This is an optimization exercise on Yosys and OpenROAD, whose aim is small area, a short achievable clock period and few clock cycles per item, not a production implementation. At most, simulation tests tie the RTL to the original design; equivalence was not proved. For run 3, only the layout was checked, not whether the RTL still works.

<file path="design/flow/flow/run.sh">
#!/bin/bash
# The standard layout (standard.sh, all ORFS steps unchanged) with one difference:
# the buffers that global placement puts on every input and output port are
# sky130_fd_sc_hd__buf_4 instead of the delay cell buffer_ports picks by default.
# make's full output goes to standard.log; each ORFS step keeps its own log under orfs/logs.
set -euo pipefail
export BUFFER_PORTS_ARGS="-buffer_cell sky130_fd_sc_hd__buf_4"
bash standard.sh > standard.log 2>&1
</file>
<file path="design/flow/standard.sh">
#!/bin/bash
# synth_recipe.tcl (not shown) runs the flow's synth.tcl, then flattens the netlist and writes it again
# the make line also repeats each setting of config.mk as NAME=value (left out here)
make -C /OpenROAD-flow-scripts/flow DESIGN_CONFIG=/design/flow/config.mk WORK_HOME=/design/flow/orfs CLKGATE_MAP_FILE= SYNTH_SCRIPT=/design/flow/synth_recipe.tcl "${@:-finish}"
</file>
<file path="design/flow/config.mk">
export PLATFORM = sky130hd
export DESIGN_NAME = sad_disparity_core
export DESIGN_NICKNAME = sad_disparity_core
export VERILOG_FILES = /design/flow/design.v
export SDC_FILE = /design/flow/constraint.sdc
export NUM_CORES = 4
export LEC_CHECK = 0
export CAP_MARGIN = 20
export CORE_MARGIN = 2
export CORE_UTILIZATION = 40
export CTS_CLUSTER_DIAMETER = 70
export CTS_CLUSTER_SIZE = 24
export SLEW_MARGIN = 20
</file>
<file path="design/flow/constraint.sdc">
create_clock -name core_clock -period 30.0 [get_ports {clk}]
set_input_delay 6.0000 -clock core_clock [delete_from_list [all_inputs] [get_ports {clk}]]
set_output_delay 6.0000 -clock core_clock [all_outputs]
set_load 0.01 [all_outputs]
</file>
<file path="design/flow/design.v">
`timescale 1ns/1ps
`default_nettype none
module sad_disparity_core #(
    parameter int CAMERA_HSIZE   = 100,
    parameter int CAMERA_VSIZE   = 100,
    parameter int PIXEL_WIDTH    = 8,
    parameter int MAX_DISP       = 16,
    parameter int WIN_SIZE       = 5,
    parameter int BUF_ADDR_WIDTH = 32,
    parameter int DISP_WIDTH     = 4,
    localparam int COST_WIDTH    = PIXEL_WIDTH + $clog2(WIN_SIZE) + 1
) (
    input  logic                      clk,
    input  logic                      rst_n,
    input  logic                      frame_start,
    output logic [BUF_ADDR_WIDTH-1:0] buf_raddr,
    output logic                      buf_rready,
    input  logic                      buf_rvalid,
    input  logic [PIXEL_WIDTH-1:0]    buf_rdata_l,
    input  logic [PIXEL_WIDTH-1:0]    buf_rdata_r,
    output logic [DISP_WIDTH-1:0]     disp_out,
    output logic                      disp_valid,
    input  logic                      disp_ready,
    output logic                      sad_done
);
    localparam int PW      = PIXEL_WIDTH;
    localparam int NUM_PIX = CAMERA_HSIZE * CAMERA_VSIZE;
    localparam int AW      = $clog2(NUM_PIX);
    localparam int XW      = $clog2(CAMERA_HSIZE);
    localparam int SW      = $clog2(WIN_SIZE * ((1 << PW) - 1) + 1);   
    localparam int NRH     = MAX_DISP + WIN_SIZE;                       
    localparam int NLH     = WIN_SIZE + 1;                              
    localparam int CAP     = 6;                                         
    localparam int FD      = CAP - 1;                                   
    localparam int FPW     = $clog2(FD);
    localparam int FLN     = NRH + 1;                                   
    localparam int FLW     = $clog2(FLN + 1);
    logic [FLW-1:0]   fl_cnt;
    logic             flush;
    logic             running;
    logic             reading;
    logic             rr;
    logic [AW-1:0]    addr;
    logic [AW-1:0]    addr_inc;
    logic             addr_last;
    logic [2:0]       cnt;
    logic             iv;
    logic             done_q;
    assign flush      = (fl_cnt != FLW'(FLN));
    assign buf_rready = rr;
    assign buf_raddr  = BUF_ADDR_WIDTH'(addr);
    assign addr_last  = (addr == AW'(NUM_PIX - 1));
    assign addr_inc   = addr_last ? '0 : addr + 1'b1;
    assign sad_done   = done_q;
    logic [2:0] cnt_a, cnt_b;
    logic       cred_a, cred_b;      
    logic       rr_nb, rr_b;         
    logic       done_b;
    assign cnt_a  = cnt + iv;
    assign cnt_b  = cnt + iv - disp_valid;
    assign cred_a = (cnt_a <= 3'(CAP - 2));
    assign cred_b = (cnt_b <= 3'(CAP - 2));
    assign done_b = running & ~reading & ~iv & disp_valid & (cnt == 3'd1);
    always_comb begin
        logic cred;
        cred = disp_ready ? cred_b : cred_a;
        if (reading) begin
            rr_nb = cred & ~flush;
            rr_b  = cred & ~flush & ~addr_last;
        end else begin
            rr_nb = cred & ~flush & ~running & frame_start;
            rr_b  = rr_nb;
        end
    end
    always_ff @(posedge clk or negedge rst_n) begin
        if (!rst_n) begin
            fl_cnt  <= '0;
            running <= 1'b0;
            reading <= 1'b0;
            rr      <= 1'b0;
            cnt     <= '0;
            iv      <= 1'b0;
            done_q  <= 1'b0;
        end else begin
            if (flush) fl_cnt <= fl_cnt + 1'b1;
            if (buf_rvalid & rr) begin
                rr      <= rr_b;
                reading <= ~addr_last;
                iv      <= 1'b1;
            end else begin
                rr      <= rr_nb;
                reading <= reading | (~running & frame_start);
                iv      <= 1'b0;
            end
            cnt     <= disp_ready ? cnt_b : cnt_a;
            done_q  <= disp_ready & done_b;
            if (done_q)                        running <= 1'b0;
            else if (~running & frame_start)   running <= 1'b1;
        end
    end
    always_ff @(posedge clk) begin
        if (flush)                addr <= '0;
        else if (buf_rvalid & rr) addr <= addr_inc;
    end
    logic [PW-1:0] iln, ir;
    always_ff @(posedge clk) begin
        iln <= flush ? '1 : ~buf_rdata_l;
        ir  <= flush ? '0 : buf_rdata_r;
    end
    logic [PW-1:0] lhn [NLH];
    logic [PW-1:0] rh  [NRH];
    logic          hist_en;
    assign hist_en = iv | flush;
    always_ff @(posedge clk) begin
        if (hist_en) begin
            lhn[0] <= iln;
            rh[0]  <= ir;
            for (int j = 1; j < NLH; j++) lhn[j] <= lhn[j-1];
            for (int j = 1; j < NRH; j++) rh[j]  <= rh[j-1];
        end
    end
    logic [MAX_DISP-1:0] sg1, sg2;
    always_ff @(posedge clk) begin
        for (int d = 0; d < MAX_DISP; d++) begin
            sg1[d] <= ~(~iln < ((d == 0) ? ir : rh[(d == 0) ? 0 : d - 1]));
            sg2[d] <= ~(~lhn[WIN_SIZE - 1] < rh[d + WIN_SIZE - 1]);
        end
    end
    logic          pend;              
    logic [SW-1:0] s  [MAX_DISP];
    logic [SW-1:0] s_nxt [MAX_DISP];
    logic          sv;
    logic [XW-1:0] scol;
    always_comb begin
        logic [PW-1:0] b, e, an, cn;
        logic [PW:0]   cy1, cy2;
        logic [PW-1:0] t1, t2, m1, m2;
        logic          s1, s2;
        logic [SW-1:0] y, z, sm, cr, q;
        logic [SW:0]   cf;
        an = lhn[0];
        cn = lhn[WIN_SIZE];
        for (int d = 0; d < MAX_DISP; d++) begin
            b  = rh[d];
            e  = rh[d + WIN_SIZE];
            s1 = sg1[d];
            s2 = sg2[d];
            cy1[0] = 1'b0;
            cy2[0] = 1'b0;
            for (int i = 0; i < PW; i++) begin
                t1[i]    = b[i] ^ an[i] ^ cy1[i];
                cy1[i+1] = (b[i] & an[i]) | (b[i] & cy1[i]) | (an[i] & cy1[i]);
                t2[i]    = e[i] ^ cn[i] ^ cy2[i];
                cy2[i+1] = (e[i] & cn[i]) | (e[i] & cy2[i]) | (cn[i] & cy2[i]);
            end
            m1 = t1 ^ {PW{s1}};
            m2 = t2 ^ {PW{~s2}};
            y  = SW'(m1);
            z  = {{(SW-PW){1'b1}}, m2};
            for (int i = 0; i < SW; i++) begin
                sm[i] = s[d][i] ^ y[i] ^ z[i];
                cr[i] = (s[d][i] & y[i]) | (s[d][i] & z[i]) | (y[i] & z[i]);
            end
            q = {cr[SW-2:0], ~s1};
            cf[0] = s2;
            for (int i = 0; i < SW; i++) begin
                s_nxt[d][i] = sm[i] ^ q[i] ^ cf[i];
                cf[i+1]     = (sm[i] & q[i]) | (sm[i] & cf[i]) | (q[i] & cf[i]);
            end
        end
    end
    always_ff @(posedge clk) begin
        for (int d = 0; d < MAX_DISP; d++) begin
            if (flush)     s[d] <= '0;
            else if (pend) s[d] <= s_nxt[d];
        end
    end
    always_ff @(posedge clk or negedge rst_n) begin
        if (!rst_n) begin
            pend <= 1'b0;
            sv   <= 1'b0;
            scol <= XW'(CAMERA_HSIZE - 1);
        end else begin
            pend <= iv;
            sv   <= pend;
            if (pend) scol <= (scol == XW'(CAMERA_HSIZE - 1)) ? '0 : scol + 1'b1;
        end
    end
    logic [MAX_DISP-1:0] vd;       
    always_comb begin
        for (int d = 0; d < MAX_DISP; d++) vd[d] = (int'(scol) >= d + WIN_SIZE - 1);
    end
    logic [SW-1:0] w1v [8];
    logic          w1i [8];
    logic [SW-1:0] w2v [4];
    logic [1:0]    w2i [4];
    always_comb begin
        logic sel;
        for (int k = 0; k < 8; k++) begin
            sel    = vd[2*k+1] & (s[2*k+1] < s[2*k]);
            w1v[k] = sel ? s[2*k+1] : s[2*k];
            w1i[k] = sel;
        end
        for (int j = 0; j < 4; j++) begin
            sel    = vd[4*j+2] & (w1v[2*j+1] < w1v[2*j]);
            w2v[j] = sel ? w1v[2*j+1] : w1v[2*j];
            w2i[j] = sel ? {1'b1, w1i[2*j+1]} : {1'b0, w1i[2*j]};
        end
    end
    logic [SW-1:0] av [4];
    logic [1:0]    ai [4];
    logic          a_v4, a_v8, a_v12;
    logic          a_vld;
    always_ff @(posedge clk) begin
        for (int j = 0; j < 4; j++) begin
            av[j] <= w2v[j];
            ai[j] <= w2i[j];
        end
        a_v4  <= vd[4];
        a_v8  <= vd[8];
        a_v12 <= vd[12];
    end
    always_ff @(posedge clk or negedge rst_n) begin
        if (!rst_n) a_vld <= 1'b0;
        else        a_vld <= sv;
    end
    logic [DISP_WIDTH-1:0] pd;
    logic [SW-1:0]         pc;
    always_comb begin
        logic          s3a, s3b, s4;
        logic [SW-1:0] v3a, v3b;
        logic [2:0]    i3a, i3b;
        s3a = a_v4  & (av[1] < av[0]);
        s3b = a_v12 & (av[3] < av[2]);
        v3a = s3a ? av[1] : av[0];
        v3b = s3b ? av[3] : av[2];
        i3a = s3a ? {1'b1, ai[1]} : {1'b0, ai[0]};
        i3b = s3b ? {1'b1, ai[3]} : {1'b0, ai[2]};
        s4  = a_v8 & (v3b < v3a);
        pd  = DISP_WIDTH'(s4 ? {1'b1, i3b} : {1'b0, i3a});
        pc  = s4 ? v3b : v3a;
    end
    localparam int OW = DISP_WIDTH;
    logic [OW-1:0] pword;
    assign pword = pd;
    logic [OW-1:0]  fifo [FD];
    logic [FPW-1:0] wp, rp;
    logic [FPW:0]   fcnt;
    logic           f_empty;
    logic [OW-1:0]  oword;
    assign f_empty = (fcnt == '0);
    always_ff @(posedge clk) begin
        if (a_vld) fifo[wp] <= pword;
    end
    function automatic logic [FPW-1:0] ptr_inc(input logic [FPW-1:0] p, input logic en);
        if (!en)                      ptr_inc = p;
        else if (p == FPW'(FD - 1))   ptr_inc = '0;
        else                          ptr_inc = p + 1'b1;
    endfunction
    logic [FPW-1:0] rp_0, rp_1, wp_0, wp_1;
    logic [FPW:0]   fcnt_0, fcnt_1;
    logic           dv_0, dv_1;
    logic [OW-1:0]  ow_0, ow_1;
    always_comb begin
        logic load0, take0, push0, take1, push1;
        logic [OW-1:0] head;
        head  = f_empty ? pword : fifo[rp];
        take1 = ~f_empty;
        push1 = a_vld & ~f_empty;
        load0 = ~disp_valid;
        take0 = load0 & ~f_empty;
        push0 = a_vld & ~(load0 & f_empty);
        rp_1   = ptr_inc(rp, take1);
        rp_0   = ptr_inc(rp, take0);
        wp_1   = ptr_inc(wp, push1);
        wp_0   = ptr_inc(wp, push0);
        fcnt_1 = fcnt + (FPW+1)'(push1) - (FPW+1)'(take1);
        fcnt_0 = fcnt + (FPW+1)'(push0) - (FPW+1)'(take0);
        dv_1   = ~f_empty | a_vld;
        dv_0   = disp_valid | ~f_empty | a_vld;
        ow_1   = head;
        ow_0   = disp_valid ? oword : head;
    end
    always_ff @(posedge clk or negedge rst_n) begin
        if (!rst_n) begin
            wp         <= '0;
            rp         <= '0;
            fcnt       <= '0;
            disp_valid <= 1'b0;
        end else begin
            wp         <= disp_ready ? wp_1   : wp_0;
            rp         <= disp_ready ? rp_1   : rp_0;
            fcnt       <= disp_ready ? fcnt_1 : fcnt_0;
            disp_valid <= disp_ready ? dv_1   : dv_0;
        end
    end
    always_ff @(posedge clk) begin
        oword <= disp_ready ? ow_1 : ow_0;
    end
    assign disp_out  = oword;
endmodule
`default_nettype wire
</file>
==> impl_metrics.tcl, run 1 <==
set metrics [dict create \
    cts_tree "built" \
    min_from "sv" \
    hp-class "reg2reg" \
    slew_violations 0 \
    reg2reg_from "lhn[5][0]" \
    numCtsBuffers 50 \
    clkTransAtPathRegs_ns 0.07 \
    cts_resized 0 \
    rsz0062_at_grt "no" \
    grt_pass1_vias 26593 \
    ys_types 79 \
    seq_area_frac_synth 0.325 \
    dp_hpwl_um 84000 \
    synth_warnings 11 \
    crit_type "reg2out" \
    drt_iter0_markers 2013 \
    wl_per_cell_um 20.3 \
    grt_overflow 0 \
    insertion_delay_ns 0.64 \
    start_kind "register" \
    drtAntennaViolNets 0 \
    fp.dieW_um 331 \
    antenna_found_initial 0 \
    viasPerCell 5.01 \
    worst_slew_pin_slew_ns 1.10 \
    first_pass_iters 7 \
    postRouteWirelength_um 108000 \
    max-cap-violations 0 \
    skew_ns 0.0239 \
    synth_edf_count 240 \
    routabilityCongestion 0.887 \
    final-setup-viol-count 0 \
    timing.critical_path.buf_inv 1 \
    slowest_stage "dfxtp_1" \
    post-cts-setup-buffers 0 \
    portBuffers 41 \
    cp_data_required_time_ns 24.00 \
    status "timing/DRC/antenna clean" \
    crit_arrival_ns 1.31 \
    pre_cts_slack_ns 22.63 \
    grt_usage 0.199 \
    endpoint_kind "output pin" \
    fmax_mhz 137 \
    drive_gt1_frac 0.0539 \
    finalNetCount 4800 \
    io_pins 60 \
    drcViolationCount 0 \
    finalCoreUtilization 0.434 \
    setup_ws_ns 22.69 \
    fillCellCount 9983 \
    n_antenna_cell 0 \
    grt_pass1_wl_um 166000 \
    critPathMaxFanout 8 \
    clkSinkCount 567 \
    ys_ff_latch 567 \
    cts_hold_buffers 0 \
    grt_start_max_net_pins 180 \
    ys.flop_type "dfxtp_1" \
    synthCells 3879 \
    area.sequential_um2 13900 \
    crit_start "addr[5]" \
    area_growth_pct 8.15 \
    syn_area_um2 42900 \
    postSynth.asyncResetShare 0.0600 \
    multiInputGateArea_um2 26300 \
    fp-row-count 120 \
    cts-root-buf "clkbuf_16" \
    avgSynthCellArea_um2 11.1 \
    core_um2 107000 \
    fin_tns_setup_ns 0 \
    path_delay_family "flip-flops" \
    finalHoldViolCount 0 \
    start_util 0.402 \
    critPathMaxStageDelay_ns 0.49 \
    timing.final.crit_share 0.244 \
    cts_max_path_buffers 3 \
    die_area_um2 110000 \
    finalCriticalPeriod_ns 7.31 \
    die_h_um 331 \
    slew-limit-headroom 0.268 \
    h-tree-depth 2 \
    vias 26607 \
    crit_chain "buf_4" \
]
## metal layers
layer  part of all wire  global-route usage
met5                  0                   0
met4              0.026              0.0552
met3              0.058              0.0330
met2               0.45               0.306
met1               0.47               0.288
## final cells by class
class,count,share of cell area
Clock buffer,64,0.0306
Sequential cell,567,0.300
Tap cell,1403,0.0379
Clock inverter,30,0.00747
Multi-Input combinational cell,2637,0.568
Timing Repair Buffer,70,0.0116
Inverter,544,0.0440
## kinds of logic after synthesis
family,after synthesis,synth area share
XOR/XNOR,376,0.0768
AND/OR/NAND/NOR,630,0.0665
buffers and inverters,692,0.0630
AO/OA/AOI/OAI,578,0.0880
flip-flops,567,0.325
multiplexers,126,0.0313
adder cells (fa/ha/maj),909,0.350
other,1,0.0000875
## synthesized netlist by cell type, types with 13 or more instances
cell type / count / area share
inv_1: 543 / 0.048
o21ai_0: 105 / 0.012
fa_1: 482 / 0.23
nand2_1: 104 / 0.0091
buf_4: 20 / 0.0035
nand4_1: 22 / 0.0032
o21a_1: 58 / 0.010
edfxtp_1: 240 / 0.17
mux2_2: 16 / 0.0042
a21oi_1: 156 / 0.018
nand3_1: 21 / 0.0025
a211oi_1: 151 / 0.026
dfrtp_1: 30 / 0.018
mux2i_1: 104 / 0.024
clkbuf_1: 103 / 0.0090
nand2b_1: 39 / 0.0057
ha_1: 427 / 0.12
a21o_1: 26 / 0.0046
nor2_1: 340 / 0.030
buf_1: 13 / 0.0011
xnor2_1: 208 / 0.042
a21boi_0: 32 / 0.0056
xor2_1: 168 / 0.034
nor2b_1: 52 / 0.0076
dfxtp_1: 293 / 0.14
## per-stage QoR
step | hold slack (ns) | cell area [µm²] | cells
5_1_grt | 0.371 | 46400 | 5315
6_report | 0.355 | 46400 | 5315
4_1_cts | 0.358 | 46400 | 5315
3_5_place_dp | 0.341 | 44600 | 5221
2_1_floorplan | 0.331 | 42900 | 3896
3_3_place_gp | 0.335 | 44600 | 5221
## state kept, by name, indices dropped and copies added, names as in the netlist, 3 cells and up
signal  flops
fcnt        4
av         44
s         176
oword       4
iln         8
addr       14
ir          8
fl_cnt      5
sg1        16
rp          3
cnt         3
fifo       20
ai          8
lhn        48
wp          3
scol        7
rh        168
sg2        16
## worst paths after layout
check / end / slack (ns) / cells after the start
worst max-delay path: buf_raddr[5] / 22.69 / 1
worst min register to register: a_vld / 0.35 / 0
worst min-delay path: a_vld / 0.35 / 0
max in group asynchronous: pend / 24.33 / 1
worst max register to register: s[6][10] / 23.13 / 20
min in group asynchronous: fcnt[3] / 5.30 / 1
## placed cells by master (no fill, tap or decap), drive strengths merged, types with 5 or more instances in the layout
master	count
or2	5
dfxtp	293
and2	11
dfrtp	30
mux2	17
and3	5
clkinv	7
fa	482
o211ai	6
buf	70
xnor2	208
ha	427
nand3	21
a31oi	5
nand4	22
nor2	341
xor2	168
a21oi	156
mux2i	105
nand2b	39
edfxtp	240
a21o	26
nor2b	53
nand2	104
clkbuf	64
o21a	58
a21boi	32
conb	18
inv	563
nor3	8
a211oi	151
o21ai	106
Testbench counts, summed over its fixed seeds: cycles 120,164, pixels 120,000.
==> run 2, diff against run 1 <==
--- a/design/flow/config.mk
+++ b/design/flow/config.mk
@@ -8,5 +8,5 @@
 export CAP_MARGIN = 20
 export CORE_MARGIN = 2
-export CORE_UTILIZATION = 40
+export CORE_UTILIZATION = 60
 export CTS_CLUSTER_DIAMETER = 70
 export CTS_CLUSTER_SIZE = 24
==> run 2 against run 1 <==
  * Register-to-register slack got worse by 0.22 ns
  * Cell area fell by 1.4%
  * Flip-flop and latch count did not move
  * Via count rose by 4.0%
  * Hold slack improved by 0.0012 ns
  * Fmax rose by 0.57%
  * Sequential share of layout area rose by 0.44 points
  * Critical path depth did not move
  * Area after synthesis did not move
  * Non-clock buffer count fell by 1
==> impl_metrics.tcl, run 2 <==
set metrics [dict create \
    hold_path_end "a_vld" \
    cts_max_path_buffers 3 \
    wl_met1_um 52100 \
    reg2reg_slack_ns 22.91 \
    die_area_um2 73600 \
    slowest_stage "dfxtp_1" \
    finalCriticalPeriod_ns 7.27 \
    ys_types 79 \
    clkSinkCount 567 \
    fillCellCount 5698 \
    rsz0062_at_grt "no" \
    h-tree-depth 2 \
    cts-root-buf "clkbuf_16" \
    final-setup-viol-count 0 \
    yosysTopAreaCell "fa_1" \
    r2r_cells 20 \
    final_cells 4851 \
    first_pass_iters 5 \
    timing.final.crit_share 0.242 \
    top_register "s" \
    start_util 0.603 \
    yosysMostFrequentCell "inv_1" \
    postRouteWirelength_um 113000 \
    finalNetCount 4794 \
    synth_common_cells "543 x inv_1, 482 x fa_1, 427 x ha_1" \
    drtAntennaViolNets 0 \
    synth_warnings 11 \
    status "timing/DRC/antenna clean" \
    crit_arrival_ns 1.27 \
    start_kind "register" \
    max-cap-violations 0 \
    timing.critical_path.buf_inv 1 \
    dp.cells 4767 \
    slew_violations 0 \
    reg2reg_from "lhn[5][0]" \
    fp.dieW_um 271 \
    synthTopCellsByArea "fa_1 23%, edfxtp_1 17%, dfxtp_1 14%, ha_1 12%, inv_1 4.8%" \
    largest_register_ffs 176 \
    critPathMaxStageDelay_ns 0.47 \
    drive_gt1_frac 0.0513 \
    ys_ff_latch 567 \
    vias 27684 \
    crit_chain "buf_4" \
    cts_tree "built" \
    cts_resized 0 \
    final_common_cell "inv_1" \
    fp-row-count 98 \
    grt_start_max_net_pins 244 \
    path_delay_family "flip-flops" \
    antenna_found_initial 1 \
    largestRegisters "s x176, rh x168, lhn x48" \
    ys.flop_type "dfxtp_1" \
    min_from "sv" \
    grt_pass1_wl_um 173000 \
    dp_hpwl_um 88500 \
    insertion_delay_ns 0.65 \
    fin_tns_setup_ns 0 \
    holdPathStages 0 \
    synthCells 3879 \
    fmax_mhz 138 \
    wl_met2_um 48700 \
    core_um2 71100 \
    io_pins 60 \
    postSynth.asyncResetShare 0.0600 \
    routabilityCongestion 0.975 \
    synth_top_area_frac 0.225 \
    cp_data_required_time_ns 24.00 \
    wl_per_cell_um 23.4 \
    post-cts-setup-buffers 0 \
    endpoint_kind "output pin" \
    finalHoldViolCount 0 \
    final_cell_mix "538 x inv_1, 482 x fa_1, 427 x ha_1, 340 x nor2_1, 293 x dfxtp_1" \
    drt_iter0_markers 2306 \
    clkTransAtPathRegs_ns 0.09 \
    grt_usage 0.315 \
    r2r-end "s[1][10]" \
    grt_pass1_vias 28421 \
    skew_ns 0.0501 \
    die_h_um 271 \
    slew-limit-headroom 0.255 \
    crit_type "reg2out" \
    drcViolationCount 0 \
    syn_area_um2 42900 \
    portBuffers 41 \
    seq_area_frac_synth 0.325 \
    cts_hold_buffers 0 \
    hp-class "reg2reg" \
    area_growth_pct 6.59 \
    critPathMaxFanout 8 \
    top_layer "met5" \
    viasPerCell 5.71 \
    worst_slew_pin_slew_ns 1.12 \
    n_antenna_cell 0 \
    numCtsBuffers 45 \
    grt_overflow 0 \
    avgSynthCellArea_um2 11.1 \
    synth_edf_count 240 \
    route.met3.wl_um 8950 \
]
[run 2: kinds of logic after synthesis]
logic type / count (synthesis) / synth area share
compound gates: 578 / 0.0880
xor+xnor: 376 / 0.0768
fa+ha+maj: 909 / 0.350
buf+inv: 692 / 0.0630
flops: 567 / 0.325
mux: 126 / 0.0313
other cells: 1 / 0.0000875
simple gates: 630 / 0.0665
[run 2: layer usage]
layer | global-route usage | vias to the layer above
li1 | - | 12755
met1 | 0.469 | 13882
met2 | 0.467 | 865
met3 | 0.0638 | 180
met4 | 0.0943 | 2
met5 | 0 | -
[run 2: cell type report]
cell class              count  area, µm²  area share
flip-flops and latches    567      13900       0.305
well taps                 950       1190      0.0260
clock buffers              48       1160      0.0253
multi-input cells        2637      26300       0.576
clock inverters            36        510      0.0112
repair buffers             69        547      0.0120
inverters                 544       2040      0.0447
[run 2: how the worst max path moves through the flow]
stage | from | endpoint | slack, ns | depth (start not counted)
final | addr[5] | buf_raddr[5] | 22.73 | 1
after global routing | lhn[5][0] | s[12][10] | 22.57 | 20
after CTS | addr[5] | buf_raddr[5] | 22.70 | 1
after detailed placement | buf_rvalid | addr[11] | 22.68 | 8
after global placement | buf_rvalid | addr[11] | 22.65 | 8
after floorplan | buf_rvalid | addr[11] | 23.10 | 7
[run 2: metrics by stage]
| stage | util | setup slack, ns | hold slack, ns | cell area [µm²] |
|---|---|---|---|---|
| 2_1_floorplan | - | 23.10 | 0.331 | 42900 |
| 3_5_place_dp | 0.619 | 22.68 | 0.337 | 44000 |
| 5_1_grt | 0.643 | 22.57 | 0.388 | 45700 |
| 6_report | 0.643 | 22.73 | 0.356 | 45700 |
| 3_3_place_gp | 0.619 | 22.65 | 0.332 | 44000 |
| 4_1_cts | 0.643 | 22.70 | 0.357 | 45700 |
==> run 3, diff against run 2 <==
--- a/design/flow/design.v
+++ b/design/flow/design.v
@@ -41,7 +41,9 @@
     logic             reading;
     logic             rr;
-    logic [AW-1:0]    addr;
+    logic [AW-1:0]    addr;          
+    logic [AW-1:0]    acnt;          
     logic [AW-1:0]    addr_inc;
     logic             addr_last;
+    logic             dv;            
     logic [2:0]       cnt;
     logic             iv;
@@ -50,6 +52,6 @@
     assign buf_rready = rr;
     assign buf_raddr  = BUF_ADDR_WIDTH'(addr);
-    assign addr_last  = (addr == AW'(NUM_PIX - 1));
-    assign addr_inc   = addr_last ? '0 : addr + 1'b1;
+    assign addr_last  = (acnt == AW'(NUM_PIX - 1));
+    assign addr_inc   = addr_last ? '0 : acnt + 1'b1;
     assign sad_done   = done_q;
     logic [2:0] cnt_a, cnt_b;
@@ -58,8 +60,8 @@
     logic       done_b;
     assign cnt_a  = cnt + iv;
-    assign cnt_b  = cnt + iv - disp_valid;
+    assign cnt_b  = cnt + iv - dv;
     assign cred_a = (cnt_a <= 3'(CAP - 2));
     assign cred_b = (cnt_b <= 3'(CAP - 2));
-    assign done_b = running & ~reading & ~iv & disp_valid & (cnt == 3'd1);
+    assign done_b = running & ~reading & ~iv & dv & (cnt == 3'd1);
     always_comb begin
         logic cred;
@@ -99,4 +101,8 @@
         end
     end
+    always_ff @(posedge clk or negedge rst_n) begin
+        if (!rst_n)               acnt <= '0;
+        else if (buf_rvalid & rr) acnt <= addr_inc;
+    end
     always_ff @(posedge clk) begin
         if (flush)                addr <= '0;
@@ -249,4 +255,6 @@
     logic           f_empty;
     logic [OW-1:0]  oword;
+    logic           dvn;             
+    assign dv      = ~dvn;
     assign f_empty = (fcnt == '0);
     always_ff @(posedge clk) begin
@@ -268,5 +276,5 @@
         take1 = ~f_empty;
         push1 = a_vld & ~f_empty;
-        load0 = ~disp_valid;
+        load0 = ~dv;
         take0 = load0 & ~f_empty;
         push0 = a_vld & ~(load0 & f_empty);
@@ -278,7 +286,7 @@
         fcnt_0 = fcnt + (FPW+1)'(push0) - (FPW+1)'(take0);
         dv_1   = ~f_empty | a_vld;
-        dv_0   = disp_valid | ~f_empty | a_vld;
+        dv_0   = dv | ~f_empty | a_vld;
         ow_1   = head;
-        ow_0   = disp_valid ? oword : head;
+        ow_0   = dv ? oword : head;
     end
     always_ff @(posedge clk or negedge rst_n) begin
@@ -288,4 +296,5 @@
             fcnt       <= '0;
             disp_valid <= 1'b0;
+            dvn        <= 1'b1;
         end else begin
             wp         <= disp_ready ? wp_1   : wp_0;
@@ -293,4 +302,5 @@
             fcnt       <= disp_ready ? fcnt_1 : fcnt_0;
             disp_valid <= disp_ready ? dv_1   : dv_0;
+            dvn        <= disp_ready ? ~dv_1  : ~dv_0;
         end
     end
--- a/design/flow/config.mk
+++ b/design/flow/config.mk
@@ -8,5 +8,5 @@
 export CAP_MARGIN = 20
 export CORE_MARGIN = 2
-export CORE_UTILIZATION = 60
+export CORE_UTILIZATION = 40
 export CTS_CLUSTER_DIAMETER = 70
 export CTS_CLUSTER_SIZE = 24
==> run 3 against run 2 <==
  * Critical path type unchanged
  * Utilization fell by 21 points
  * Clock-buffer cell count grew 6
  * Critical path depth stayed put
  * Sequential share of layout area hardly changed
==> impl_metrics.tcl, run 3 <==
set metrics [dict create \
    status "timing/DRC/antenna clean" \
    ys_types 78 \
    synth_edf_count 240 \
    h-tree-depth 2 \
    fp-row-count 120 \
    final_cell_mix "544 x inv_1, 482 x fa_1, 427 x ha_1, 350 x nor2_1, 293 x dfxtp_1" \
    max-cap-violations 0 \
    timing.final.crit_share 0.239 \
    critPathMaxStageDelay_ns 0.39 \
    rsz0062_at_grt "no" \
    wl_per_cell_um 20.5 \
    yosysMostFrequentCell "inv_1" \
    grt_pass1_vias 27447 \
    syn_area_um2 43500 \
    synthTopCellsByArea "fa_1 22%, edfxtp_1 17%, dfxtp_1 13%, ha_1 12%, inv_1 4.7%" \
    finalNetCount 4866 \
    endpoint_kind "output pin" \
    r2r-end "s[9][10]" \
    r2r_cells 20 \
    grt_start_max_net_pins 191 \
    largestRegisters "s x176, rh x168, lhn x48" \
    clkSinkCount 582 \
    fin_tns_setup_ns 0 \
    cts_resized 0 \
    min_from "sv" \
    cp_data_required_time_ns 24.00 \
    ys_ff_latch 582 \
    start_util 0.405 \
    post_dp_cell_area_um2 45200 \
    drcViolationCount 0 \
    reg2reg_from "lhn[5][0]" \
    fp.dieW_um 334 \
    io_pins 60 \
    cts_max_path_buffers 3 \
    insertion_delay_ns 0.67 \
    fmax_mhz 139 \
    critPathMaxFanout 2 \
    holdPathStages 0 \
    slowest_stage "dfrtp_1" \
    seq_area_frac_synth 0.329 \
    grt_overflow 0 \
    postRouteWirelength_um 110000 \
    routabilityCongestion 0.889 \
    first_pass_iters 8 \
    pre_cts_slack_ns 22.19 \
    drive_gt1_frac 0.0518 \
    avgSynthCellArea_um2 11.0 \
    finalHoldViolCount 0 \
    setup_ws_ns 22.82 \
    post-cts-setup-buffers 0 \
    fillCellCount 10074 \
    path_delay_family "flip-flops" \
    n_antenna_cell 0 \
    die_h_um 334 \
    portBuffers 41 \
    synth_warnings 11 \
    viasPerCell 5.04 \
    timing.critical_path.buf_inv 1 \
    top_register "s" \
    slew-limit-headroom 0.287 \
    core_um2 108000 \
    grt_usage 0.201 \
    dp_hpwl_um 84800 \
    finalCriticalPeriod_ns 7.18 \
    clkTransAtPathRegs_ns 0.08 \
    slew_violations 0 \
    numCtsBuffers 51 \
    synth_common_cells "550 x inv_1, 482 x fa_1, 427 x ha_1" \
    grt_pass1_wl_um 169000 \
    start_kind "register" \
    final_common_cell "inv_1" \
    cts-root-buf "clkbuf_16" \
    crit_chain "buf_4" \
    largest_register_ffs 176 \
    finalCoreUtilization 0.437 \
    hp-class "reg2reg" \
    ys.flop_type "dfxtp_1" \
    vias 27140 \
    postLayoutCellArea_um2 47000 \
    drt_iter0_markers 2093 \
    reg2reg_slack_ns 23.05 \
    area_growth_pct 7.98 \
    yosysTopAreaCell "fa_1" \
    cts_tree "built" \
    drtAntennaViolNets 0 \
    synth_top_area_frac 0.222 \
    synthCells 3958 \
    hold_path_end "a_vld" \
    crit_type "reg2out" \
    cts_hold_buffers 0 \
    final-setup-viol-count 0 \
    skew_ns 0.0340 \
    antenna_found_initial 0 \
    crit_arrival_ns 1.18 \
    die_area_um2 111000 \
    worst_slew_pin_slew_ns 1.07 \
    postSynth.asyncResetShare 0.0842 \
]
==> run 3: logic make-up after synthesis <==
logic type,count (synthesis),share of synthesized area
AOI/OAI and AO/OA,612,0.0901
xor gates and xnor gates,378,0.0761
adders and majority gates,909,0.345
buffers and inverters,706,0.0633
DFF,582,0.329
muxes,123,0.0301
other,1,0.0000862
and+or+nand+nor,647,0.0671
==> run 3: cell type report <==
cell class,count,area [µm²],share of cell area
Multi-Input combinational cell,2687,26500,0.565
Sequential cell,582,14300,0.305
Inverter,552,2070,0.0441
Tap cell,1403,1760,0.0374
Clock buffer,54,1310,0.0279
Clock inverter,42,527,0.0112
Timing Repair Buffer,62,490,0.0104
==> run 3: how the worst max path moves through the flow <==
stage                     from    endpoint  slack (ns)  cells past startpoint
CTS                         rr  buf_rready       22.77                      1
global route        buf_rvalid    addr[12]       22.67                      7
floorplan           disp_ready       wp[1]       23.12                      3
detailed placement  buf_rvalid    addr[10]       22.19                      7
global placement    buf_rvalid    addr[12]       22.17                      7
finish                      rr  buf_rready       22.82                      1
==> run 3: metrics by stage <==
stage | cells | hold WS (ns)
final | 5382 | 0.373
after CTS | 5382 | 0.382
after global routing | 5382 | 0.379
after detailed placement | 5286 | 0.341
after global placement | 5286 | 0.333
after floorplan | 3975 | 0.331
==> run 3: metal layers <==
| layer | vias to the layer above | GRT usage | share of wire |
|---|---|---|---|
| met5 | - | 0 | 0 |
| met4 | 0 | 0.0550 | 0.026 |
| met3 | 132 | 0.0288 | 0.057 |
| met2 | 659 | 0.316 | 0.45 |
| met1 | 13362 | 0.289 | 0.47 |
| li1 | 12987 | - | - |
==> run 4, diff against run 3 <==
--- a/design/flow/design.v
+++ b/design/flow/design.v
@@ -41,9 +41,7 @@
     logic             reading;
     logic             rr;
-    logic [AW-1:0]    addr;          
-    logic [AW-1:0]    acnt;          
+    logic [AW-1:0]    addr;
     logic [AW-1:0]    addr_inc;
     logic             addr_last;
-    logic             dv;            
     logic [2:0]       cnt;
     logic             iv;
@@ -52,6 +50,6 @@
     assign buf_rready = rr;
     assign buf_raddr  = BUF_ADDR_WIDTH'(addr);
-    assign addr_last  = (acnt == AW'(NUM_PIX - 1));
-    assign addr_inc   = addr_last ? '0 : acnt + 1'b1;
+    assign addr_last  = (addr == AW'(NUM_PIX - 1));
+    assign addr_inc   = addr_last ? '0 : addr + 1'b1;
     assign sad_done   = done_q;
     logic [2:0] cnt_a, cnt_b;
@@ -60,8 +58,8 @@
     logic       done_b;
     assign cnt_a  = cnt + iv;
-    assign cnt_b  = cnt + iv - dv;
+    assign cnt_b  = cnt + iv - disp_valid;
     assign cred_a = (cnt_a <= 3'(CAP - 2));
     assign cred_b = (cnt_b <= 3'(CAP - 2));
-    assign done_b = running & ~reading & ~iv & dv & (cnt == 3'd1);
+    assign done_b = running & ~reading & ~iv & disp_valid & (cnt == 3'd1);
     always_comb begin
         logic cred;
@@ -101,8 +99,4 @@
         end
     end
-    always_ff @(posedge clk or negedge rst_n) begin
-        if (!rst_n)               acnt <= '0;
-        else if (buf_rvalid & rr) acnt <= addr_inc;
-    end
     always_ff @(posedge clk) begin
         if (flush)                addr <= '0;
@@ -126,9 +120,15 @@
         end
     end
+    function automatic logic carry_out(input logic [PW-1:0] x, input logic [PW-1:0] y);
+        logic c;
+        c = 1'b0;
+        for (int i = 0; i < PW; i++) c = (x[i] & y[i]) | (x[i] & c) | (y[i] & c);
+        carry_out = c;
+    endfunction
     logic [MAX_DISP-1:0] sg1, sg2;
     always_ff @(posedge clk) begin
         for (int d = 0; d < MAX_DISP; d++) begin
-            sg1[d] <= ~(~iln < ((d == 0) ? ir : rh[(d == 0) ? 0 : d - 1]));
-            sg2[d] <= ~(~lhn[WIN_SIZE - 1] < rh[d + WIN_SIZE - 1]);
+            sg1[d] <= ~carry_out((d == 0) ? ir : rh[(d == 0) ? 0 : d - 1], iln);
+            sg2[d] <= ~carry_out(rh[d + WIN_SIZE - 1], lhn[WIN_SIZE - 1]);
         end
     end
@@ -197,4 +197,10 @@
         for (int d = 0; d < MAX_DISP; d++) vd[d] = (int'(scol) >= d + WIN_SIZE - 1);
     end
+    function automatic logic less(input logic [SW-1:0] a, input logic [SW-1:0] b);
+        logic c;
+        c = 1'b0;
+        for (int i = 0; i < SW; i++) c = (~a[i] & b[i]) | (~a[i] & c) | (b[i] & c);
+        less = c;
+    endfunction
     logic [SW-1:0] w1v [8];
     logic          w1i [8];
@@ -204,10 +210,10 @@
         logic sel;
         for (int k = 0; k < 8; k++) begin
-            sel    = vd[2*k+1] & (s[2*k+1] < s[2*k]);
+            sel    = vd[2*k+1] & less(s[2*k+1], s[2*k]);
             w1v[k] = sel ? s[2*k+1] : s[2*k];
             w1i[k] = sel;
         end
         for (int j = 0; j < 4; j++) begin
-            sel    = vd[4*j+2] & (w1v[2*j+1] < w1v[2*j]);
+            sel    = vd[4*j+2] & less(w1v[2*j+1], w1v[2*j]);
             w2v[j] = sel ? w1v[2*j+1] : w1v[2*j];
             w2i[j] = sel ? {1'b1, w1i[2*j+1]} : {1'b0, w1i[2*j]};
@@ -237,11 +243,11 @@
         logic [SW-1:0] v3a, v3b;
         logic [2:0]    i3a, i3b;
-        s3a = a_v4  & (av[1] < av[0]);
-        s3b = a_v12 & (av[3] < av[2]);
+        s3a = a_v4  & less(av[1], av[0]);
+        s3b = a_v12 & less(av[3], av[2]);
         v3a = s3a ? av[1] : av[0];
         v3b = s3b ? av[3] : av[2];
         i3a = s3a ? {1'b1, ai[1]} : {1'b0, ai[0]};
         i3b = s3b ? {1'b1, ai[3]} : {1'b0, ai[2]};
-        s4  = a_v8 & (v3b < v3a);
+        s4  = a_v8 & less(v3b, v3a);
         pd  = DISP_WIDTH'(s4 ? {1'b1, i3b} : {1'b0, i3a});
         pc  = s4 ? v3b : v3a;
@@ -255,6 +261,4 @@
     logic           f_empty;
     logic [OW-1:0]  oword;
-    logic           dvn;             
-    assign dv      = ~dvn;
     assign f_empty = (fcnt == '0);
     always_ff @(posedge clk) begin
@@ -276,5 +280,5 @@
         take1 = ~f_empty;
         push1 = a_vld & ~f_empty;
-        load0 = ~dv;
+        load0 = ~disp_valid;
         take0 = load0 & ~f_empty;
         push0 = a_vld & ~(load0 & f_empty);
@@ -286,7 +290,7 @@
         fcnt_0 = fcnt + (FPW+1)'(push0) - (FPW+1)'(take0);
         dv_1   = ~f_empty | a_vld;
-        dv_0   = dv | ~f_empty | a_vld;
+        dv_0   = disp_valid | ~f_empty | a_vld;
         ow_1   = head;
-        ow_0   = dv ? oword : head;
+        ow_0   = disp_valid ? oword : head;
     end
     always_ff @(posedge clk or negedge rst_n) begin
@@ -296,5 +300,4 @@
             fcnt       <= '0;
             disp_valid <= 1'b0;
-            dvn        <= 1'b1;
         end else begin
             wp         <= disp_ready ? wp_1   : wp_0;
@@ -302,5 +305,4 @@
             fcnt       <= disp_ready ? fcnt_1 : fcnt_0;
             disp_valid <= disp_ready ? dv_1   : dv_0;
-            dvn        <= disp_ready ? ~dv_1  : ~dv_0;
         end
     end
==> run 4 against run 3 <==
  * Flip-flop and latch count fell by 15
  * Sequential share of layout area rose by 1.8 points
  * Setup slack got worse by 0.090 ns
  * Clock-buffer cell count rose by 4
  * Utilization barely moved
  * Routed wire length fell by 5.8%
  * Largest cell class unchanged
  * Clock skew fell by 0.0058 ns
  * First-iteration DRC count fell by 5.2%
  * Fmax fell by 1.2%
==> impl_metrics.tcl, run 4 <==
set metrics [dict create \
    max-cap-violations 0 \
    timing.final.crit_share 0.242 \
    crit_cells 1 \
    crit_chain "buf_4" \
    synth_edf_count 240 \
    postRouteWirelength_um 104000 \
    synthTopCellsByArea "fa_1 24%, edfxtp_1 18%, dfxtp_1 15%, mux2i_1 5.6%, xnor2_1 4.6%" \
    n_antenna_cell 0 \
    critPathMaxStageDelay_ns 0.46 \
    r2r_cells 18 \
    grt_pass1_vias 25011 \
    clkTransAtPathRegs_ns 0.08 \
    fp.dieW_um 320 \
    r2r-end "s[13][10]" \
    hold-worst-slack_ns 0.356 \
    antenna_found_initial 1 \
    synthCells 3506 \
    ys_ff_latch 567 \
    yosysTopAreaCell "fa_1" \
    largestRegisters "s x176, rh x168, lhn x48" \
    h-tree-depth 2 \
    io_pins 60 \
    drive_gt1_frac 0.0695 \
    final_common_cell "fa_1" \
    clkSinkCount 567 \
    cts_resized 0 \
    cts_tree "built" \
    avgSynthCellArea_um2 11.4 \
    reg2reg_slack_ns 22.86 \
    routabilityCongestion 0.884 \
    multiInputGateArea_um2 24100 \
    cts_hold_buffers 0 \
    fillCellCount 9187 \
    synth_top_area_frac 0.241 \
    grt_pass1_wl_um 159000 \
    crit_start "disp_valid" \
    drcViolationCount 0 \
    postSynth.asyncResetShare 0.0600 \
    portBuffers 41 \
    syn_area_um2 40000 \
    fmax_mhz 137 \
    cp_data_required_time_ns 24.00 \
    path_delay_family "flip-flops" \
    fin_tns_setup_ns 0 \
    reg2reg_from "lhn[5][0]" \
    endpoint_kind "output pin" \
    crit_arrival_ns 1.27 \
    pre_cts_slack_ns 22.76 \
    viasPerCell 5.22 \
    final_cells 4799 \
    start_util 0.405 \
    dp_hpwl_um 80000 \
    insertion_delay_ns 0.65 \
    slew_violations 0 \
    die_h_um 320 \
    grt_overflow 0 \
    largest_register_ffs 176 \
    status "timing/DRC/antenna clean" \
    first_pass_iters 6 \
    rsz0062_at_grt "no" \
    post-cts-setup-buffers 0 \
    worst_slew_pin_slew_ns 1.11 \
    synth_common_cells "482 x fa_1, 342 x inv_1, 293 x dfxtp_1" \
    start_kind "register" \
    finalHoldViolCount 0 \
    wl_per_cell_um 21.7 \
    dp.cells 4706 \
    finalNetCount 4028 \
    crit_type "reg2out" \
    ys_types 99 \
    ys.flop_type "dfxtp_1" \
    timing.critical_path.buf_inv 1 \
    slowest_stage "dfrtp_1" \
    drtAntennaViolNets 0 \
    core_um2 98700 \
    final_cell_mix "482 x fa_1, 342 x inv_1, 293 x dfxtp_1, 276 x nor2_1, 240 x edfxtp_1" \
    hp-class "reg2reg" \
    skew_ns 0.0282 \
    vias 25068 \
    grt_start_max_net_pins 89 \
    slew-limit-headroom 0.257 \
    die_area_um2 102000 \
    area.sequential_um2 13900 \
    cp-endpoint "disp_valid" \
    area_growth_pct 7.95 \
    fp-row-count 115 \
    final-setup-viol-count 0 \
    synth_warnings 11 \
    drt_iter0_markers 1984 \
    top_register "s" \
    critPathMaxFanout 6 \
    setup_ws_ns 22.73 \
    numCtsBuffers 49 \
    yosysMostFrequentCell "fa_1" \
    seq_area_frac_synth 0.348 \
    cts-root-buf "clkbuf_16" \
    finalCriticalPeriod_ns 7.27 \
    grt_usage 0.206 \
    cts_max_path_buffers 3 \
]
## run 4: cell count changes in the layout (fill, tap and decap cells not counted), moves of 44 or more
cell / before / now
a211oi_1: 153 / 43
a21oi_1: 178 / 134
ha_1: 427 / 53
inv_1: 544 / 342
maj3_1: 0 / 143
mux2i_1: 103 / 223
nor2_1: 350 / 276
o21a_1: 50 / 3
## run 4: metal layers
metal | up-vias | global-route usage | wire length, µm
li1 | 11704 | - | -
met1 | 12542 | 0.297 | 48600
met2 | 668 | 0.313 | 46000
met3 | 152 | 0.0350 | 6120
met4 | 2 | 0.0700 | 3380
met5 | - | 0 | 13
## run 4: metrics by stage
step	util	area [µm²]
finish	0.437	43200
global route	0.437	43200
CTS	0.437	43100
detailed placement	0.420	41400
global placement	0.420	41400
floorplan	-	40000
## run 4: cell families (layout without fill, tap and decap cells)
logic type,after synthesis,count (layout),share of synthesized area
and+or+nand+nor,594,594,0.0684
muxes,268,268,0.0698
AOI/OAI and AO/OA,498,498,0.0839
xor gates and xnor gates,376,376,0.0824
other,1,18,0.0000938
DFF,567,567,0.348
buffers and inverters,519,508,0.0517
adders and majority gates,683,683,0.295
## run 4: worst min path at each step
stage	startpoint	cells past startpoint	slack (ns)	end
global route	sv	0	0.37	a_vld
CTS	sv	0	0.36	a_vld
floorplan	sv	0	0.33	a_vld
detailed placement	sv	0	0.34	a_vld
global placement	sv	0	0.34	a_vld
finish	sv	0	0.36	a_vld
## run 4: area by class of cell
type | instances | share of cell area
Inverter | 345 | 0.0300
Clock buffer | 58 | 0.0312
Clock inverter | 33 | 0.00803
Sequential cell | 567 | 0.323
Multi-Input combinational cell | 2437 | 0.557
Timing Repair Buffer | 72 | 0.0132
Tap cell | 1287 | 0.0373
Testbench counts of run 4, summed over its fixed seeds: cycles 120,164, pixels 120,000.
==> run 5, diff against run 4 <==
--- a/design/flow/config.mk
+++ b/design/flow/config.mk
@@ -11,3 +11,3 @@
 export CTS_CLUSTER_DIAMETER = 70
 export CTS_CLUSTER_SIZE = 24
-export SLEW_MARGIN = 20
+export SLEW_MARGIN = 60
==> run 5 against run 4 <==
  * Still clean
  * Setup slack got worse by 0.017 ns
  * Non-clock buffer count rose by 30
  * Area after synthesis did not move
  * Flip-flop and latch count did not move
==> impl_metrics.tcl, run 5 <==
set metrics [dict create \
    skew_ns 0.0611 \
    ys.flop_type "dfxtp_1" \
    final_common_cell "fa_1" \
    fp.dieW_um 320 \
    cts_hold_buffers 0 \
    grt_usage 0.207 \
    endpoint_kind "output pin" \
    slew-limit-headroom 0.586 \
    cts_max_path_buffers 3 \
    routabilityCongestion 0.884 \
    final-setup-viol-count 0 \
    yosysMostFrequentCell "fa_1" \
    viasPerCell 5.25 \
    cp_data_required_time_ns 24.00 \
    drcViolationCount 0 \
    top_register "s" \
    fmax_mhz 137 \
    min_from "sv" \
    h-tree-depth 2 \
    drt_iter0_markers 2095 \
    wl_per_cell_um 21.7 \
    finalNetCount 4057 \
    vias 25346 \
    seq_area_frac_synth 0.348 \
    finalCriticalPeriod_ns 7.29 \
    synth_common_cells "482 x fa_1, 342 x inv_1, 293 x dfxtp_1" \
    avgSynthCellArea_um2 11.4 \
    synth_edf_count 240 \
    hold-worst-slack_ns 0.361 \
    io_pins 60 \
    critPathMaxFanout 6 \
    final_cell_mix "482 x fa_1, 342 x inv_1, 279 x dfxtp_1, 276 x nor2_1, 240 x edfxtp_1" \
    cts_tree "built" \
    insertion_delay_ns 0.67 \
    synth_warnings 11 \
    rsz0062_at_grt "no" \
    grt_overflow 0 \
    holdPathStages 0 \
    timing.final.crit_share 0.243 \
    core_um2 98700 \
    status "timing/DRC/antenna clean" \
    die_h_um 320 \
    ys_types 99 \
    grt_pass1_vias 25265 \
    synthTopCellsByArea "fa_1 24%, edfxtp_1 18%, dfxtp_1 15%, mux2i_1 5.6%, xnor2_1 4.6%" \
    reg2reg_from "lhn[0][0]" \
    postSynth.asyncResetShare 0.0600 \
    grt_start_max_net_pins 68 \
    fin_tns_setup_ns 0 \
    max-cap-violations 0 \
    n_antenna_cell 0 \
    critPathMaxStageDelay_ns 0.46 \
    crit_cells 1 \
    largestRegisters "s x176, rh x168, lhn x48" \
    portBuffers 41 \
    largest_register_ffs 176 \
    crit_arrival_ns 1.29 \
    area_growth_pct 9.48 \
    grt_pass1_wl_um 161000 \
    cts-root-buf "clkbuf_16" \
    r2r_cells 19 \
    die_area_um2 102000 \
    hp-class "reg2reg" \
    post-cts-setup-buffers 0 \
    crit_start "disp_valid" \
    timing.critical_path.buf_inv 1 \
    synth_top_area_frac 0.241 \
    clkTransAtPathRegs_ns 0.09 \
    ys_ff_latch 567 \
    slowest_stage "dfrtp_1" \
    numCtsBuffers 48 \
    synthCells 3506 \
    first_pass_iters 5 \
    crit_type "reg2out" \
    cts_resized 0 \
    crit_chain "buf_4" \
    path_delay_family "flip-flops" \
    drtAntennaViolNets 0 \
    slew_violations 0 \
    drive_gt1_frac 0.0882 \
    start_util 0.405 \
    yosysTopAreaCell "fa_1" \
    reg2reg_slack_ns 23.23 \
    antenna_found_initial 1 \
    dp_hpwl_um 81800 \
    postRouteWirelength_um 105000 \
    start_kind "register" \
    syn_area_um2 40000 \
    fp-row-count 115 \
    worst_slew_pin_slew_ns 0.620 \
    finalHoldViolCount 0 \
    clkSinkCount 567 \
]
run 5: cell counts after synthesis:
Identical to the previous run, type by type.
run 5: area by class of cell:
cell class	count	area, µm²
Sequential cell	567	14000
Tap cell	1287	1610
Clock buffer	52	1250
Clock inverter	36	484
Timing Repair Buffer	102	985
Fill cell	9115	54900
Multi-Input combinational cell	2437	24200
Inverter	345	1290
run 5: per-layer routing:
metal | part of all wire | track usage
met5 | 0 | 0
met4 | 0.027 | 0.0586
met3 | 0.057 | 0.0260
met2 | 0.45 | 0.321
met1 | 0.47 | 0.305
run 5: worst register-to-register path, cell delays in order (launching register included):
cell and delay (ns):
edfxtp_1 0.55, buf_4 0.28, ha_1 0.23, fa_1 0.49, xor2_1 0.17, fa_1 0.46
fa_1 0.42, fa_1 0.47, fa_1 0.51, fa_1 0.47, fa_1 0.48, fa_1 0.47
fa_1 0.49, fa_1 0.42, inv_1 0.08, fa_1 0.17, xor2_1 0.15, nand2_1 0.08
xnor2_1 0.14, nor2_1 0.05
run 5: cells by family after synthesis:
| family | count (synthesis) | share of synthesized area |
|---|---|---|
| adders and majority gates | 683 | 0.295 |
| and+or+nand+nor | 594 | 0.0684 |
| DFF | 567 | 0.348 |
| buffers and inverters | 519 | 0.0517 |
| AOI/OAI and AO/OA | 498 | 0.0839 |
| xor gates and xnor gates | 376 | 0.0824 |
| muxes | 268 | 0.0698 |
| other | 1 | 0.0000938 |
run 5: path summary, 6_finish.rpt:
| check | to |
|---|---|
| hold / removal | a_vld |
| setup reg to reg | s[13][10] |
| hold reg to reg | a_vld |
| setup / recovery | disp_valid |
| max in group asynchronous | scol[6] |
| min in group asynchronous | rr |
run 5: stage by stage:
| step | cells | util | worst slack [ns] | cell area, µm² |
|---|---|---|---|---|
| floorplan | 3523 | - | 23.02 | 40000 |
| global placement | 4706 | 0.420 | 22.77 | 41400 |
| detailed placement | 4736 | 0.425 | 22.77 | 41900 |
| CTS | 4824 | 0.442 | 22.63 | 43700 |
| global route | 4826 | 0.443 | 22.61 | 43800 |
| finish | 4826 | 0.443 | 22.71 | 43800 |
==> run 6, diff against run 5 <==
--- a/design/flow/config.mk
+++ b/design/flow/config.mk
@@ -11,3 +11,3 @@
 export CTS_CLUSTER_DIAMETER = 70
 export CTS_CLUSTER_SIZE = 24
-export SLEW_MARGIN = 60
+export SLEW_MARGIN = 80
==> run 6 against run 5 <==
  * Still clean on timing, DRC and antenna
  * Via count rose by 2.6%
  * Flip-flop and latch count did not move
  * Clock-buffer cell count did not move
  * Highest routed layer unchanged
==> impl_metrics.tcl, run 6 <==
set metrics [dict create \
    synth_edf_count 240 \
    fp-row-count 115 \
    insertion_delay_ns 0.64 \
    portBuffers 41 \
    start_util 0.405 \
    crit_type "reg2out" \
    dp_hpwl_um 86800 \
    postSynth.asyncResetShare 0.0600 \
    fp.dieW_um 320 \
    largestRegisters "s x176, rh x168, lhn x48" \
    route.met3.wl_um 5630 \
    finalHoldViolCount 0 \
    cp_data_required_time_ns 24.00 \
    timing.critical_path.buf_inv 1 \
    area_growth_pct 19.1 \
    drcViolationCount 0 \
    fin_tns_setup_ns 0 \
    crit_arrival_ns 1.29 \
    synth_warnings 11 \
    wl_met2_um 48200 \
    h-tree-depth 2 \
    synth_common_cells "482 x fa_1, 342 x inv_1, 293 x dfxtp_1" \
    grt_pass1_wl_um 165000 \
    synthCells 3506 \
    wl_met1_um 49600 \
    hp-class "reg2reg" \
    finalNetCount 4228 \
    ys.flop_type "dfxtp_1" \
    first_pass_iters 7 \
    start_kind "register" \
    multiInputGateArea_um2 26100 \
    syn_area_um2 40000 \
    grt_pass1_vias 26355 \
    cts_resized 0 \
    postLayoutCellArea_um2 47600 \
    grt_start_max_net_pins 34 \
    die_area_um2 102000 \
    crit_chain "buf_4" \
    cts_max_path_buffers 3 \
    seq_area_frac_synth 0.348 \
    grt_overflow 0 \
    path_delay_family "flip-flops" \
    status "timing/DRC/antenna clean" \
    top_register "s" \
    cts-root-buf "clkbuf_16" \
    cts_hold_buffers 0 \
    die_h_um 320 \
    slowest_stage "dfrtp_1" \
    n_antenna_cell 0 \
    drive_gt1_frac 0.213 \
    antenna_found_initial 0 \
    slew_violations 0 \
    post-cts-setup-buffers 0 \
    clkSinkCount 567 \
    drt_iter0_markers 2003 \
    setup_ws_ns 22.71 \
    yosysMostFrequentCell "fa_1" \
    yosysTopAreaCell "fa_1" \
    final_common_cell "fa_1" \
    cts_tree "built" \
    endpoint_kind "output pin" \
    final-setup-viol-count 0 \
    critPathMaxStageDelay_ns 0.48 \
    avgSynthCellArea_um2 11.4 \
    wl_per_cell_um 21.5 \
    skew_ns 0.0218 \
    core_um2 98700 \
    rsz0062_at_grt "no" \
    numCtsBuffers 49 \
    ys_types 99 \
    pre_cts_slack_ns 22.77 \
    viasPerCell 5.20 \
    fillCellCount 8672 \
    finalCriticalPeriod_ns 7.29 \
    synthTopCellsByArea "fa_1 24%, edfxtp_1 18%, dfxtp_1 15%, mux2i_1 5.6%, xnor2_1 4.6%" \
    vias 26006 \
    top_layer "met4" \
    ys_ff_latch 567 \
    postRouteWirelength_um 107000 \
    clkTransAtPathRegs_ns 0.08 \
    area.sequential_um2 14200 \
    post_dp_cell_area_um2 45200 \
    largest_register_ffs 176 \
    grt_usage 0.212 \
    synth_top_area_frac 0.241 \
    max-cap-violations 0 \
    io_pins 60 \
    final_cell_mix "482 x fa_1, 332 x inv_1, 274 x nor2_1, 240 x edfxtp_1, 182 x mux2i_1" \
    routabilityCongestion 0.884 \
    critPathMaxFanout 6 \
    timing.final.crit_share 0.243 \
    fmax_mhz 137 \
    drtAntennaViolNets 0 \
]
==> run 6: cell counts after synthesis <==
No cell type changed its count.
==> run 6: final timing paths <==
check                            from          to  slack, ns  cells past startpoint
max                        disp_valid  disp_valid      22.71                      1
min                                sv       a_vld       0.36                      0
max reg2reg                 lhn[5][0]    s[10][9]      23.21                     17
min reg2reg                        sv       a_vld       0.36                      0
max in group asynchronous       rst_n     scol[5]      24.40                      2
min in group asynchronous       rst_n          rr       5.17                      1
==> run 6: layer usage <==
layer	GRT usage	vias to the layer above
met1	0.303	13135
met5	0	-
met3	0.0342	173
li1	-	12076
met2	0.326	622
met4	0.0773	0
==> run 6: cell families (layout without fill, tap and decap cells) <==
group | count (synthesis) | in the layout | share of synthesized area
flops | 567 | 567 | 0.348
simple gates | 594 | 594 | 0.0684
xor+xnor | 376 | 376 | 0.0824
mux | 268 | 268 | 0.0698
fa+ha+maj | 683 | 683 | 0.295
buf+inv | 519 | 706 | 0.0517
compound gates | 498 | 498 | 0.0839
other cells | 1 | 18 | 0.0000938
==> run 6: final cells by class <==
| class | count | area share |
|---|---|---|
| multi-input cells | 2437 | 0.548 |
| clock inverters | 37 | 0.0106 |
| flip-flops and latches | 567 | 0.298 |
| well taps | 1287 | 0.0338 |
| repair buffers | 272 | 0.0572 |
| clock buffers | 52 | 0.0260 |
| inverters | 345 | 0.0272 |
==> run 6: stage by stage <==
stage	hold WS [ns]	util	cells
2_1_floorplan	0.331	-	3523
3_3_place_gp	0.336	0.420	4706
3_5_place_dp	0.340	0.458	4892
4_1_cts	0.359	0.475	4981
5_1_grt	0.375	0.482	4997
6_report	0.359	0.482	4997
==> run 7, diff against run 6 <==
--- a/design/flow/config.mk
+++ b/design/flow/config.mk
@@ -8,6 +8,6 @@
 export CAP_MARGIN = 20
 export CORE_MARGIN = 2
-export CORE_UTILIZATION = 40
+export CORE_UTILIZATION = 60
 export CTS_CLUSTER_DIAMETER = 70
 export CTS_CLUSTER_SIZE = 24
-export SLEW_MARGIN = 80
+export SLEW_MARGIN = 20
==> run 7 against run 6 <==
  * Still clean
  * Clock-buffer cell count down 2
  * Flip-flop and latch count is the same
  * Die area fell by 33%
  * Critical endpoint unchanged
==> impl_metrics.tcl, run 7 <==
set metrics [dict create \
    ys_ff_latch 567 \
    slew-limit-headroom 0.255 \
    start_util 0.607 \
    skew_ns 0.0452 \
    ys.flop_type "dfxtp_1" \
    insertion_delay_ns 0.63 \
    cp_data_required_time_ns 24.00 \
    largestRegisters "s x176, rh x168, lhn x48" \
    fp-row-count 94 \
    slowest_stage "dfrtp_1" \
    synth_top_family_by_area "adder cells" \
    timing.final.crit_share 0.242 \
    synth-compound-area-share 0.0839 \
    drive_gt1_frac 0.0671 \
    cts_hold_buffers 0 \
    ys_types 99 \
    seq_area_frac_synth 0.348 \
    syn_area_um2 40000 \
    core_um2 65900 \
    synth_simple_gate_area_share 0.0684 \
    fin_tns_setup_ns 0 \
    grt_pass1_wl_um 161000 \
    numCtsBuffers 44 \
    yosysMostFrequentCell "fa_1" \
    h-tree-depth 2 \
    clkSinkCount 567 \
    area_growth_pct 6.32 \
    critPathMaxStageDelay_ns 0.48 \
    path_delay_family "flip-flops" \
    synth_common_cells "482 x fa_1, 342 x inv_1, 293 x dfxtp_1" \
    drtAntennaViolNets 0 \
    die_area_um2 68700 \
    n_antenna_cell 0 \
    synth-xor-area-share 0.0824 \
    cts_max_path_buffers 3 \
    worst_slew_pin_slew_ns 1.12 \
    die_h_um 262 \
    status "timing/DRC/antenna clean" \
    grt_usage 0.315 \
    finalCoreUtilization 0.645 \
    portBuffers 41 \
    synth_edf_count 240 \
    vias 25916 \
    avgSynthCellArea_um2 11.4 \
    endpoint_kind "output pin" \
    grt_pass1_vias 25870 \
    drt_iter0_markers 2571 \
    crit_chain "buf_4" \
    synth_mux_area_frac 0.0698 \
    top_register "s" \
    timing.critical_path.buf_inv 1 \
    fp.dieW_um 262 \
    grt_start_max_net_pins 182 \
    slew_violations 0 \
    cts-root-buf "clkbuf_16" \
    holdPathStages 0 \
    r2r_cells 18 \
    synth_warnings 11 \
    final_common_cell "fa_1" \
    cts_tree "built" \
    reg2reg_slack_ns 22.84 \
    crit_arrival_ns 1.25 \
    wl_per_cell_um 24.3 \
    pre_cts_slack_ns 22.67 \
    antenna_found_initial 0 \
    viasPerCell 5.93 \
    final_cell_mix "482 x fa_1, 340 x inv_1, 293 x dfxtp_1, 276 x nor2_1, 240 x edfxtp_1" \
    grt_overflow 0 \
    start_kind "register" \
    finalNetCount 4023 \
    drcViolationCount 0 \
    final-setup-viol-count 0 \
    dp_hpwl_um 82500 \
    synthTopCellsByArea "fa_1 24%, edfxtp_1 18%, dfxtp_1 15%, mux2i_1 5.6%, xnor2_1 4.6%" \
    clkTransAtPathRegs_ns 0.09 \
    synth_top_area_frac 0.241 \
    synthCells 3506 \
    max-cap-violations 0 \
    io_pins 60 \
    post-cts-setup-buffers 0 \
    fmax_mhz 138 \
    rsz0062_at_grt "no" \
    finalHoldViolCount 0 \
    first_pass_iters 5 \
    crit_type "reg2out" \
    cts_resized 0 \
    synthAdderAreaFrac 0.295 \
    yosysTopAreaCell "fa_1" \
    postRouteWirelength_um 106000 \
    finalCriticalPeriod_ns 7.25 \
    largest_register_ffs 176 \
    routabilityCongestion 0.954 \
    hp-class "reg2reg" \
    critPathMaxFanout 6 \
    crit_cells 1 \
    setup_ws_ns 22.75 \
    postSynth.asyncResetShare 0.0600 \
]
==> run 7: changes by cell type in the layout (fill, tap and decap cells not counted), sizes merged, moves of 5 or more <==
cell           previous run  this run
inv                     358       363
clkbuf                   62        50
clkdlybuf4s18            27         0
clkdlybuf4s50            11         0
clkdlybuf4s15            16         0
buf                     206        72
clkinv                   21        11
==> run 7: through the flow <==
step / hold slack [ns] / area, µm² / std cells
6_report: 0.352 / 42500 / 4367
5_1_grt: 0.369 / 42500 / 4367
4_1_cts: 0.355 / 42500 / 4365
3_5_place_dp: 0.336 / 40900 / 4283
3_3_place_gp: 0.342 / 40900 / 4283
2_1_floorplan: 0.331 / 40000 / 3523
==> run 7: worst paths after layout <==
kind | start | to
max | disp_valid | disp_valid
min | sv | a_vld
max reg2reg | lhn[5][0] | s[12][10]
min reg2reg | sv | a_vld
max in group asynchronous | rst_n | scol[5]
min in group asynchronous | rst_n | cnt[2]
==> run 7: metal layers <==
layer,vias up,share of wire,track usage
met5,-,0,0
met4,0,0.028,0.0890
met3,149,0.087,0.0709
met2,902,0.43,0.461
met1,13185,0.45,0.473
li1,11680,-,-
==> run 7: logic make-up after synthesis <==
logic type	count (synthesis)
AOI/OAI and AO/OA	498
xor gates and xnor gates	376
adders and majority gates	683
buffers and inverters	519
DFF	567
muxes	268
other	1
and+or+nand+nor	594
==> run 7: layout make-up <==
cell class	instances	area, µm²
Clock buffer	50	1140
Clock inverter	32	419
Fill cell	5190	23400
Inverter	345	1290
Multi-Input combinational cell	2437	24100
Sequential cell	567	13900
Tap cell	864	1080
Timing Repair Buffer	72	573

## separate check: timing with driven ports
In the flow no input, the clock included, has a driving cell. The finished layouts below were timed again as built, in two steps.
Step 1 assumes that a clkbuf_16 drives the clock port and a buf_2 every other input.
Step 2 adds t to the input delays and takes it off the output delays; t is the mean of the earliest and latest rising clock arrival at the registers after step 1. Input paths then give back, and output paths get back, about the clock's delay inside the block.
a / b / c = no drivers / after step 1 / after step 2; a / b = the first two.
run	t (ns)	setup slack, ns	worst slew at a driven data input, ns
run 1	0.701	22.693 / 22.626 / 22.626	0.05
run 2	0.693	22.734 / 22.666 / 22.640	0.04
run 3	0.716	22.815 / 22.749 / 22.196	0.04
run 4	0.698	22.726 / 22.664 / 22.756	0.05
run 5	0.704	22.709 / 22.647 / 22.778	0.05
run 6	0.695	22.713 / 22.649 / 22.864	0.05
run 7	0.677	22.746 / 22.679 / 22.662	0.03
After both steps setup and hold are still met in every run listed. The setup slack of run 3, which loses most, moves by -0.066 ns with the drivers and by -0.619 ns with both steps.
